Background: an optimization exercise with open tools, aiming at small area, a short achievable clock period and few clock cycles per item. Do not read the settings as production practice.
Function was checked by simulation only, so behaviour that the tests miss may differ from the original.
Power figures rest on the tool's default switching activity, not on a simulated workload.

## run A
Design bmem_bridge, start of the top module:
module bmem_bridge
#(
    parameter int ADDR_W = 32
) (
    input  wire logic                 clk,
    input  wire logic                 rst,
    input  wire logic                 fetch_req_i,
    input  wire logic [ADDR_W-1:0]    fetch_addr_i,
    output logic                      fetch_resp_o,
    output logic      [bmem_pkg::WORD_BITS-1:0] fetch_word_o,
    input  wire logic                 dline_read_i,
    input  wire logic                 dline_write_i,
    input  wire logic [ADDR_W-1:0]    dline_addr_i,
    input  wire logic [bmem_pkg::LINE_BITS-1:0] dline_wdata_i,
    output logic                      dline_resp_o,
    output logic      [bmem_pkg::LINE_BITS-1:0] dline_rdata_o,
    output logic      [ADDR_W-1:0]    bmem_addr_o,
    output logic                      bmem_read_o,
    output logic                      bmem_write_o,
    output logic      [bmem_pkg::BEAT_BITS-1:0] bmem_wdata_o,
    input  wire logic                 bmem_ready_i,
    input  wire logic [bmem_pkg::BEAT_BITS-1:0] bmem_rdata_i,
    input  wire logic                 bmem_rvalid_i
);
Size: ~1100 cells after synthesis, roughly 310 flip-flops, ~780 I/O pins, about 0.016 mm² of cells after synthesis.
Settings: LEC_CHECK=0, CAP_MARGIN=20, CORE_AREA=5 5 215 215, DIE_AREA=0 0 220 220, PLACE_DENSITY=0.8, SETUP_SLACK_MARGIN=2.0, SLEW_MARGIN=20; clock period 5.0 ns.
standard.sh (not shown) runs the stock make flow with config.mk's settings and CLKGATE_MAP_FILE= SYNTH_SCRIPT=/design/flow/synth_recipe.tcl, a recipe that flattens the netlist after the stock synthesis.
==> flow/flow/run.sh <==
#!/bin/bash
# Standard layout, with the smallest buffer on every input and output port,
# and without the slow wide OR/NOR cells (on top of the platform's don't-use
# list) in synthesis and repair.
set -euo pipefail
export BUFFER_PORTS_ARGS="-buffer_cell sky130_fd_sc_hd__buf_1"
PLATFORM_DONT_USE="sky130_fd_sc_hd__probe_p_8 sky130_fd_sc_hd__probec_p_8 sky130_fd_sc_hd__lpflow_bleeder_1 sky130_fd_sc_hd__lpflow_clkbufkapwr_1 sky130_fd_sc_hd__lpflow_clkbufkapwr_16 sky130_fd_sc_hd__lpflow_clkbufkapwr_2 sky130_fd_sc_hd__lpflow_clkbufkapwr_4 sky130_fd_sc_hd__lpflow_clkbufkapwr_8 sky130_fd_sc_hd__lpflow_clkinvkapwr_1 sky130_fd_sc_hd__lpflow_clkinvkapwr_16 sky130_fd_sc_hd__lpflow_clkinvkapwr_2 sky130_fd_sc_hd__lpflow_clkinvkapwr_4 sky130_fd_sc_hd__lpflow_clkinvkapwr_8 sky130_fd_sc_hd__lpflow_decapkapwr_12 sky130_fd_sc_hd__lpflow_decapkapwr_3 sky130_fd_sc_hd__lpflow_decapkapwr_4 sky130_fd_sc_hd__lpflow_decapkapwr_6 sky130_fd_sc_hd__lpflow_decapkapwr_8 sky130_fd_sc_hd__lpflow_inputiso0n_1 sky130_fd_sc_hd__lpflow_inputiso0p_1 sky130_fd_sc_hd__lpflow_inputiso1n_1 sky130_fd_sc_hd__lpflow_inputiso1p_1 sky130_fd_sc_hd__lpflow_inputisolatch_1 sky130_fd_sc_hd__lpflow_isobufsrc_1 sky130_fd_sc_hd__lpflow_isobufsrc_16 sky130_fd_sc_hd__lpflow_isobufsrc_2 sky130_fd_sc_hd__lpflow_isobufsrc_4 sky130_fd_sc_hd__lpflow_isobufsrc_8 sky130_fd_sc_hd__lpflow_isobufsrckapwr_16 sky130_fd_sc_hd__lpflow_lsbuf_lh_hl_isowell_tap_1 sky130_fd_sc_hd__lpflow_lsbuf_lh_hl_isowell_tap_2 sky130_fd_sc_hd__lpflow_lsbuf_lh_hl_isowell_tap_4 sky130_fd_sc_hd__lpflow_lsbuf_lh_isowell_4 sky130_fd_sc_hd__lpflow_lsbuf_lh_isowell_tap_1 sky130_fd_sc_hd__lpflow_lsbuf_lh_isowell_tap_2 sky130_fd_sc_hd__lpflow_lsbuf_lh_isowell_tap_4 sky130_fd_sc_hd__fill_1 sky130_fd_sc_hd__fill_2 sky130_fd_sc_hd__fill_4 sky130_fd_sc_hd__fill_8 "
SLOW="sky130_fd_sc_hd__or3_1 sky130_fd_sc_hd__or3_2 sky130_fd_sc_hd__or3_4 sky130_fd_sc_hd__or3b_1 sky130_fd_sc_hd__or3b_2 sky130_fd_sc_hd__or3b_4 sky130_fd_sc_hd__or4_1 sky130_fd_sc_hd__or4_2 sky130_fd_sc_hd__or4_4 sky130_fd_sc_hd__or4b_1 sky130_fd_sc_hd__or4b_2 sky130_fd_sc_hd__or4b_4 sky130_fd_sc_hd__or4bb_1 sky130_fd_sc_hd__or4bb_2 sky130_fd_sc_hd__or4bb_4 sky130_fd_sc_hd__nor4_1 sky130_fd_sc_hd__nor4_2 sky130_fd_sc_hd__nor4_4 sky130_fd_sc_hd__nor4b_1 sky130_fd_sc_hd__nor4b_2 sky130_fd_sc_hd__nor4b_4 sky130_fd_sc_hd__nor4bb_1 sky130_fd_sc_hd__nor4bb_2 sky130_fd_sc_hd__nor4bb_4"
bash standard.sh "DONT_USE_CELLS=$PLATFORM_DONT_USE $SLOW" finish > standard_flow.log 2>&1
Testbench counts of run A, summed over its fixed seeds: cycles 5,809, items 2,640.
Changes in run B relative to run A:
Settings: CORE_AREA changed from 5 5 215 215 to 5 5 225 225; SETUP_SLACK_MARGIN changed from 2.0 to 3.0; DIE_AREA changed from 0 0 220 220 to 0 0 230 230; PLACE_DENSITY removed (was 0.8).
Run B has share of final-layout standard cells stronger than drive strength 1 above what run A had. Relative to run A, cell row count increased by about 4% in run B. Relative to run A, run B degrades final wirelength. Changes observed in run B relative to run A: post-layout minimum cycle time decreased by 0.053 ns relative to the old numbers, weighted congestion reported at the end of routability-driven placement increased by 13% relative to the old numbers, post-placement cell count increased by 24 relative to the old numbers, synthesis-to-finish area growth increased by 25 points relative to the old numbers, post-route standard cell area excluding fillers increased by 0.0040 mm² relative to the old numbers. Run A has lower post-cts repair resize count than run B.
Setup changes, run B to run C
Settings: CTS_BUF_LIST newly set to sky130_fd_sc_hd__clkbuf_4 sky130_fd_sc_hd__clkbuf_8; SETUP_SLACK_MARGIN changed from 3.0 to 2.0; CTS_CLUSTER_SIZE newly set to 20; CTS_CLUSTER_DIAMETER newly set to 60.
## What came out
Per the comparison of run C with run B, sequential share of power up 12 points; overall routing resource usage moved down; hold-critical path depth flat.

* * *

bmem_bridge, a different RTL version from the one above (not shown whole).
Size in the first run: ~1100 cells after synthesis.
==> flow/config.mk <==
export PLATFORM = sky130hd
export DESIGN_NAME = bmem_bridge
export DESIGN_NICKNAME = bmem_bridge
export VERILOG_FILES = /design/flow/design.v
export SDC_FILE = /design/flow/constraint.sdc
export NUM_CORES = 4
export LEC_CHECK = 0
export CAP_MARGIN = 20
export CORE_AREA = 5 5 225 225
export DIE_AREA = 0 0 230 230
export SETUP_SLACK_MARGIN = 2.0
export SLEW_MARGIN = 20
==> flow/constraint.sdc <==
create_clock -name core_clock -period 5.0 [get_ports {clk}]
set_input_delay 1.0000 -clock core_clock [delete_from_list [all_inputs] [get_ports {clk}]]
set_output_delay 1.0000 -clock core_clock [all_outputs]
set_load 0.01 [all_outputs]
Scripts as last shown in full above: flow/flow/run.sh
Testbench counts at the start, summed over its fixed seeds: cycles 5,809, items 2,640.
Then changed:
==> flow/flow/run.sh (replaced) <==
#!/bin/bash
# Standard layout, with the smallest buffer on every input and output port,
# and without the slow wide OR/NOR cells (on top of the platform's don't-use
# list) in synthesis and repair.
set -euo pipefail
export BUFFER_PORTS_ARGS="-buffer_cell sky130_fd_sc_hd__buf_1"
PLATFORM_DONT_USE="sky130_fd_sc_hd__probe_p_8 sky130_fd_sc_hd__probec_p_8 sky130_fd_sc_hd__lpflow_bleeder_1 sky130_fd_sc_hd__lpflow_clkbufkapwr_1 sky130_fd_sc_hd__lpflow_clkbufkapwr_16 sky130_fd_sc_hd__lpflow_clkbufkapwr_2 sky130_fd_sc_hd__lpflow_clkbufkapwr_4 sky130_fd_sc_hd__lpflow_clkbufkapwr_8 sky130_fd_sc_hd__lpflow_clkinvkapwr_1 sky130_fd_sc_hd__lpflow_clkinvkapwr_16 sky130_fd_sc_hd__lpflow_clkinvkapwr_2 sky130_fd_sc_hd__lpflow_clkinvkapwr_4 sky130_fd_sc_hd__lpflow_clkinvkapwr_8 sky130_fd_sc_hd__lpflow_decapkapwr_12 sky130_fd_sc_hd__lpflow_decapkapwr_3 sky130_fd_sc_hd__lpflow_decapkapwr_4 sky130_fd_sc_hd__lpflow_decapkapwr_6 sky130_fd_sc_hd__lpflow_decapkapwr_8 sky130_fd_sc_hd__lpflow_inputiso0n_1 sky130_fd_sc_hd__lpflow_inputiso0p_1 sky130_fd_sc_hd__lpflow_inputiso1n_1 sky130_fd_sc_hd__lpflow_inputiso1p_1 sky130_fd_sc_hd__lpflow_inputisolatch_1 sky130_fd_sc_hd__lpflow_isobufsrc_1 sky130_fd_sc_hd__lpflow_isobufsrc_16 sky130_fd_sc_hd__lpflow_isobufsrc_2 sky130_fd_sc_hd__lpflow_isobufsrc_4 sky130_fd_sc_hd__lpflow_isobufsrc_8 sky130_fd_sc_hd__lpflow_isobufsrckapwr_16 sky130_fd_sc_hd__lpflow_lsbuf_lh_hl_isowell_tap_1 sky130_fd_sc_hd__lpflow_lsbuf_lh_hl_isowell_tap_2 sky130_fd_sc_hd__lpflow_lsbuf_lh_hl_isowell_tap_4 sky130_fd_sc_hd__lpflow_lsbuf_lh_isowell_4 sky130_fd_sc_hd__lpflow_lsbuf_lh_isowell_tap_1 sky130_fd_sc_hd__lpflow_lsbuf_lh_isowell_tap_2 sky130_fd_sc_hd__lpflow_lsbuf_lh_isowell_tap_4 sky130_fd_sc_hd__fill_1 sky130_fd_sc_hd__fill_2 sky130_fd_sc_hd__fill_4 sky130_fd_sc_hd__fill_8 "
SLOW="sky130_fd_sc_hd__mux4_1 sky130_fd_sc_hd__mux4_2 sky130_fd_sc_hd__mux4_4 sky130_fd_sc_hd__or3_1 sky130_fd_sc_hd__or3_2 sky130_fd_sc_hd__or3_4 sky130_fd_sc_hd__or3b_1 sky130_fd_sc_hd__or3b_2 sky130_fd_sc_hd__or3b_4 sky130_fd_sc_hd__or4_1 sky130_fd_sc_hd__or4_2 sky130_fd_sc_hd__or4_4 sky130_fd_sc_hd__or4b_1 sky130_fd_sc_hd__or4b_2 sky130_fd_sc_hd__or4b_4 sky130_fd_sc_hd__or4bb_1 sky130_fd_sc_hd__or4bb_2 sky130_fd_sc_hd__or4bb_4 sky130_fd_sc_hd__nor4_1 sky130_fd_sc_hd__nor4_2 sky130_fd_sc_hd__nor4_4 sky130_fd_sc_hd__nor4b_1 sky130_fd_sc_hd__nor4b_2 sky130_fd_sc_hd__nor4b_4 sky130_fd_sc_hd__nor4bb_1 sky130_fd_sc_hd__nor4bb_2 sky130_fd_sc_hd__nor4bb_4"
bash standard.sh "DONT_USE_CELLS=$PLATFORM_DONT_USE $SLOW" finish > standard_flow.log 2>&1
First-iteration DRC count grows by about 37%.
Power went up by about 10%.
Core utilization climbs by 4.9 points.
Setup slack degrades by 0.0050 ns.
Cell count grows by 13%.
Sequential share of layout area fell by 4.7 points.
Clock-buffer cell count came out lower by 3.
Fmax barely changes.
Register-to-register slack gets better by 0.10 ns.
Non-clock buffer count grows by 26.
Combinational power increases by 17%.
Then changed:
==> flow/flow/run.sh (replaced) <==
#!/bin/bash
# Standard layout, with the smallest buffer on every input and output port,
# and without the slow wide OR/NOR cells (on top of the platform's don't-use
# list) in synthesis and repair.
set -euo pipefail
export BUFFER_PORTS_ARGS="-buffer_cell sky130_fd_sc_hd__buf_1"
PLATFORM_DONT_USE="sky130_fd_sc_hd__probe_p_8 sky130_fd_sc_hd__probec_p_8 sky130_fd_sc_hd__lpflow_bleeder_1 sky130_fd_sc_hd__lpflow_clkbufkapwr_1 sky130_fd_sc_hd__lpflow_clkbufkapwr_16 sky130_fd_sc_hd__lpflow_clkbufkapwr_2 sky130_fd_sc_hd__lpflow_clkbufkapwr_4 sky130_fd_sc_hd__lpflow_clkbufkapwr_8 sky130_fd_sc_hd__lpflow_clkinvkapwr_1 sky130_fd_sc_hd__lpflow_clkinvkapwr_16 sky130_fd_sc_hd__lpflow_clkinvkapwr_2 sky130_fd_sc_hd__lpflow_clkinvkapwr_4 sky130_fd_sc_hd__lpflow_clkinvkapwr_8 sky130_fd_sc_hd__lpflow_decapkapwr_12 sky130_fd_sc_hd__lpflow_decapkapwr_3 sky130_fd_sc_hd__lpflow_decapkapwr_4 sky130_fd_sc_hd__lpflow_decapkapwr_6 sky130_fd_sc_hd__lpflow_decapkapwr_8 sky130_fd_sc_hd__lpflow_inputiso0n_1 sky130_fd_sc_hd__lpflow_inputiso0p_1 sky130_fd_sc_hd__lpflow_inputiso1n_1 sky130_fd_sc_hd__lpflow_inputiso1p_1 sky130_fd_sc_hd__lpflow_inputisolatch_1 sky130_fd_sc_hd__lpflow_isobufsrc_1 sky130_fd_sc_hd__lpflow_isobufsrc_16 sky130_fd_sc_hd__lpflow_isobufsrc_2 sky130_fd_sc_hd__lpflow_isobufsrc_4 sky130_fd_sc_hd__lpflow_isobufsrc_8 sky130_fd_sc_hd__lpflow_isobufsrckapwr_16 sky130_fd_sc_hd__lpflow_lsbuf_lh_hl_isowell_tap_1 sky130_fd_sc_hd__lpflow_lsbuf_lh_hl_isowell_tap_2 sky130_fd_sc_hd__lpflow_lsbuf_lh_hl_isowell_tap_4 sky130_fd_sc_hd__lpflow_lsbuf_lh_isowell_4 sky130_fd_sc_hd__lpflow_lsbuf_lh_isowell_tap_1 sky130_fd_sc_hd__lpflow_lsbuf_lh_isowell_tap_2 sky130_fd_sc_hd__lpflow_lsbuf_lh_isowell_tap_4 sky130_fd_sc_hd__fill_1 sky130_fd_sc_hd__fill_2 sky130_fd_sc_hd__fill_4 sky130_fd_sc_hd__fill_8 "
SLOW="sky130_fd_sc_hd__or3_1 sky130_fd_sc_hd__or3_2 sky130_fd_sc_hd__or3_4 sky130_fd_sc_hd__or3b_1 sky130_fd_sc_hd__or3b_2 sky130_fd_sc_hd__or3b_4 sky130_fd_sc_hd__or4_1 sky130_fd_sc_hd__or4_2 sky130_fd_sc_hd__or4_4 sky130_fd_sc_hd__or4b_1 sky130_fd_sc_hd__or4b_2 sky130_fd_sc_hd__or4b_4 sky130_fd_sc_hd__or4bb_1 sky130_fd_sc_hd__or4bb_2 sky130_fd_sc_hd__or4bb_4 sky130_fd_sc_hd__nor4_1 sky130_fd_sc_hd__nor4_2 sky130_fd_sc_hd__nor4_4 sky130_fd_sc_hd__nor4b_1 sky130_fd_sc_hd__nor4b_2 sky130_fd_sc_hd__nor4b_4 sky130_fd_sc_hd__nor4bb_1 sky130_fd_sc_hd__nor4bb_2 sky130_fd_sc_hd__nor4bb_4"
bash standard.sh "DONT_USE_CELLS=$PLATFORM_DONT_USE $SLOW" finish > standard_flow.log 2>&1
--- a/flow/config.mk
+++ b/flow/config.mk
@@ -9,4 +9,4 @@
 export CORE_AREA = 5 5 225 225
 export DIE_AREA = 0 0 230 230
-export SETUP_SLACK_MARGIN = 2.0
+export SETUP_SLACK_MARGIN = 1.0
 export SLEW_MARGIN = 20
Setup slack got worse by 0.24 ns.
Clock-buffer cell count went down by 4.
Area after synthesis drops by 3.8%.
Power shrinks by 11%.
Clock skew went down by 0.0061 ns.
Routed wire length shrinks by 29%.
Via count goes down by 20%.
Die area is unchanged.
Sequential share of layout area went up by 7.0 points.
Utilization went down by 7.0 points.

* * *

The RTL this note starts from:
==> flow/design.v <==
`default_nettype none
package bmem_pkg;
    localparam int WORD_BITS = 32;
    localparam int BEAT_BITS = 64;
    localparam int LINE_BITS = 256;
    localparam int BEATS_PER_LINE = LINE_BITS / BEAT_BITS;
    localparam int WORDS_PER_LINE = LINE_BITS / WORD_BITS;
    localparam int OFFSET_BITS = $clog2(LINE_BITS / 8);
    typedef union packed {
        logic [BEATS_PER_LINE-1:0][BEAT_BITS-1:0] beats;
        logic [WORDS_PER_LINE-1:0][WORD_BITS-1:0] words;
    } line_t;
endpackage
`default_nettype wire
`default_nettype none
module bmem_bridge
#(
    parameter int ADDR_W = 32
) (
    input  wire logic                 clk,
    input  wire logic                 rst,
    input  wire logic                 fetch_req_i,
    input  wire logic [ADDR_W-1:0]    fetch_addr_i,
    output logic                      fetch_resp_o,
    output logic      [bmem_pkg::WORD_BITS-1:0] fetch_word_o,
    input  wire logic                 dline_read_i,
    input  wire logic                 dline_write_i,
    input  wire logic [ADDR_W-1:0]    dline_addr_i,
    input  wire logic [bmem_pkg::LINE_BITS-1:0] dline_wdata_i,
    output logic                      dline_resp_o,
    output logic      [bmem_pkg::LINE_BITS-1:0] dline_rdata_o,
    output logic      [ADDR_W-1:0]    bmem_addr_o,
    output logic                      bmem_read_o,
    output logic                      bmem_write_o,
    output logic      [bmem_pkg::BEAT_BITS-1:0] bmem_wdata_o,
    input  wire logic                 bmem_ready_i,
    input  wire logic [bmem_pkg::BEAT_BITS-1:0] bmem_rdata_i,
    input  wire logic                 bmem_rvalid_i
);
    localparam int OFF   = bmem_pkg::OFFSET_BITS;
    localparam int TAG_W = ADDR_W - OFF;
    logic [3:0][63:0]   buf_q;
    logic [TAG_W-1:0]   tag_q;
    logic               iv_q;        
    logic               rd_busy;
    logic               rd_data_q;   
    logic [3:0]         st_q;        
    logic [3:0]         arr_q;
    logic               wr_act_q;
    logic [3:0]         wsel_q;
    logic               rlock_q;
    logic               rlock_data_q;
    logic               f_match;
    logic [3:0]         f_ok;
    logic [63:0]        f_beat;
    logic [31:0]        f_buf_word;
    logic [31:0]        f_bus_word;
    assign rd_busy = |arr_q;
    assign f_match = iv_q && (tag_q == fetch_addr_i[ADDR_W-1:OFF]);
    assign f_ok    = st_q | (arr_q & {4{bmem_rvalid_i}});
    assign f_beat     = buf_q[fetch_addr_i[4:3]];
    assign f_buf_word = fetch_addr_i[2] ? f_beat[63:32] : f_beat[31:0];
    assign f_bus_word = fetch_addr_i[2] ? bmem_rdata_i[63:32] : bmem_rdata_i[31:0];
    assign fetch_resp_o = fetch_req_i && f_match && f_ok[fetch_addr_i[4:3]];
    assign fetch_word_o = st_q[fetch_addr_i[4:3]] ? f_buf_word : f_bus_word;
    logic               f_miss;
    logic               d_pend;
    logic               g_fetch;
    logic               g_dread;
    logic               g_write;
    logic               a_data;
    assign f_miss  = fetch_req_i && !f_match;
    assign d_pend  = dline_read_i || dline_write_i;
    assign g_write = !rd_busy && (wr_act_q || (!rlock_q && dline_write_i));
    assign g_dread = !rd_busy && !wr_act_q && (rlock_q ? rlock_data_q : dline_read_i);
    assign g_fetch = !rd_busy && !wr_act_q && (rlock_q ? !rlock_data_q : (!d_pend && f_miss));
    assign a_data  = d_pend && !(rlock_q && !rlock_data_q);
    assign bmem_read_o  = g_fetch || g_dread;
    assign bmem_write_o = g_write;
    assign bmem_addr_o  = {(a_data ? dline_addr_i[ADDR_W-1:OFF] : fetch_addr_i[ADDR_W-1:OFF]), {OFF{1'b0}}};
    always_comb begin
        bmem_wdata_o = '0;
        for (int k = 0; k < 4; k++) begin
            bmem_wdata_o = bmem_wdata_o | (dline_wdata_i[64*k +: 64] & {64{wsel_q[k]}});
        end
    end
    logic               last_rbeat;
    logic               last_wbeat;
    assign last_rbeat = arr_q[3] && bmem_rvalid_i;
    assign last_wbeat = wsel_q[3] && bmem_ready_i;
    assign dline_resp_o  = (last_rbeat && rd_data_q) || last_wbeat;
    assign dline_rdata_o = {bmem_rdata_i, buf_q[2], buf_q[1], buf_q[0]};
    always_ff @(posedge clk) begin
        if (rst) begin
            iv_q      <= 1'b0;
            rd_data_q <= 1'b0;
            wr_act_q  <= 1'b0;
            wsel_q    <= 4'd1;
            rlock_q   <= 1'b0;
            rlock_data_q <= 1'b0;
            st_q      <= 4'd0;
            arr_q     <= 4'd0;
        end else begin
            if (bmem_read_o) begin
                rlock_q      <= !bmem_ready_i;
                rlock_data_q <= g_dread;
                if (bmem_ready_i) begin
                    rd_data_q <= g_dread;
                    iv_q      <= 1'b1;
                    st_q      <= 4'd0;
                    arr_q     <= 4'd1;
                end
            end
            if (bmem_rvalid_i) begin
                st_q   <= st_q | arr_q;
                arr_q  <= {arr_q[2:0], 1'b0};
            end
            if (g_write) begin
                wr_act_q <= !last_wbeat;
                if (bmem_ready_i) begin
                    wsel_q <= {wsel_q[2:0], wsel_q[3]};
                end
                if (tag_q == dline_addr_i[ADDR_W-1:OFF]) begin
                    iv_q <= 1'b0;
                end
            end
        end
    end
    always_ff @(posedge clk) begin
        if (bmem_read_o && bmem_ready_i) begin
            tag_q <= bmem_addr_o[ADDR_W-1:OFF];
        end
        for (int k = 0; k < 4; k++) begin
            if (bmem_rvalid_i && arr_q[k]) begin
                buf_q[k] <= bmem_rdata_i;
            end
        end
    end
endmodule
`default_nettype wire
Settings: LEC_CHECK=0, ABC_CLOCK_PERIOD_IN_PS=2000, CAP_MARGIN=20, CORE_AREA=5 5 225 225, DIE_AREA=0 0 230 230, SETUP_SLACK_MARGIN=2.0, SLEW_MARGIN=20; clock period 5.0 ns.
==> flow/flow/run.sh <==
#!/bin/bash
# Standard layout, with the smallest buffer on every input and output port.
set -euo pipefail
export BUFFER_PORTS_ARGS="-buffer_cell sky130_fd_sc_hd__buf_1"
bash standard.sh > standard_flow.log 2>&1
Testbench counts at the start, summed over its fixed seeds: cycles 6,209, items 2,640.
Change:
ABC_AREA = 1   (was not set)
ABC_CLOCK_PERIOD_IN_PS = not set   (was 2000)
Effect: Final area increases by 5.5%; global-route usage increases by 0.84 points; hold slack is worse by 0.091 ns; fmax increases by 4.7%; wire length increases by 3.9%; power increases by 8.4%; synthesized area increases by 4.1%; clock skew decreases by 0.022 ns; die area does not change.

-- afterwards: timing with drivers on the ports --
How much do the figures lean on ideal ports? The routed layouts below were timed once more, with nothing changed but the port constraints.
Step 1 sets driving cells, clkbuf_16 on the clock port and buf_2 on the other inputs (assumed; they add their load-dependent delay and slew).
Step 2, shift: input delay + t, output delay - t, t = (earliest + latest rising clock arrival at the registers) / 2. This alone moves slack from input paths to output paths.
Slacks: ideal ports / drivers / drivers and shift; pairs: ideal ports / drivers.
| run | t, ns | slack for setup (ns) | worst setup path after step 2 | clock arrival spread, ns |
|---|---|---|---|---|
| run A | 0.625 | 1.326 / 1.186 / 1.186 | input to output | 0.044 / 0.044 |
| run B | 0.591 | 1.379 / 1.317 / 1.317 | input to output | 0.027 / 0.027 |
| run C | 0.627 | 1.400 / 1.326 / 1.326 | input to output | 0.037 / 0.037 |
| the first run of note 2 | 0.560 | 1.423 / 1.250 / 1.250 | input to output | 0.013 / 0.012 |
| the second run of note 2 | 0.593 | 1.418 / 1.305 / 1.305 | input to output | 0.029 / 0.029 |
| the third run of note 2 | 0.575 | 1.182 / 1.137 / 1.137 | input to output | 0.025 / 0.025 |
| the first run of note 3 | 0.591 | 1.426 / 1.318 / 1.318 | input to output | 0.039 / 0.039 |
| the second run of note 3 | 0.589 | 1.586 / 1.446 / 1.446 | input to output | 0.024 / 0.025 |
After both steps setup and hold are still met in every run listed. The setup slack of the first run of note 2, which loses most, moves by -0.173 ns with the drivers and by -0.173 ns with both steps.
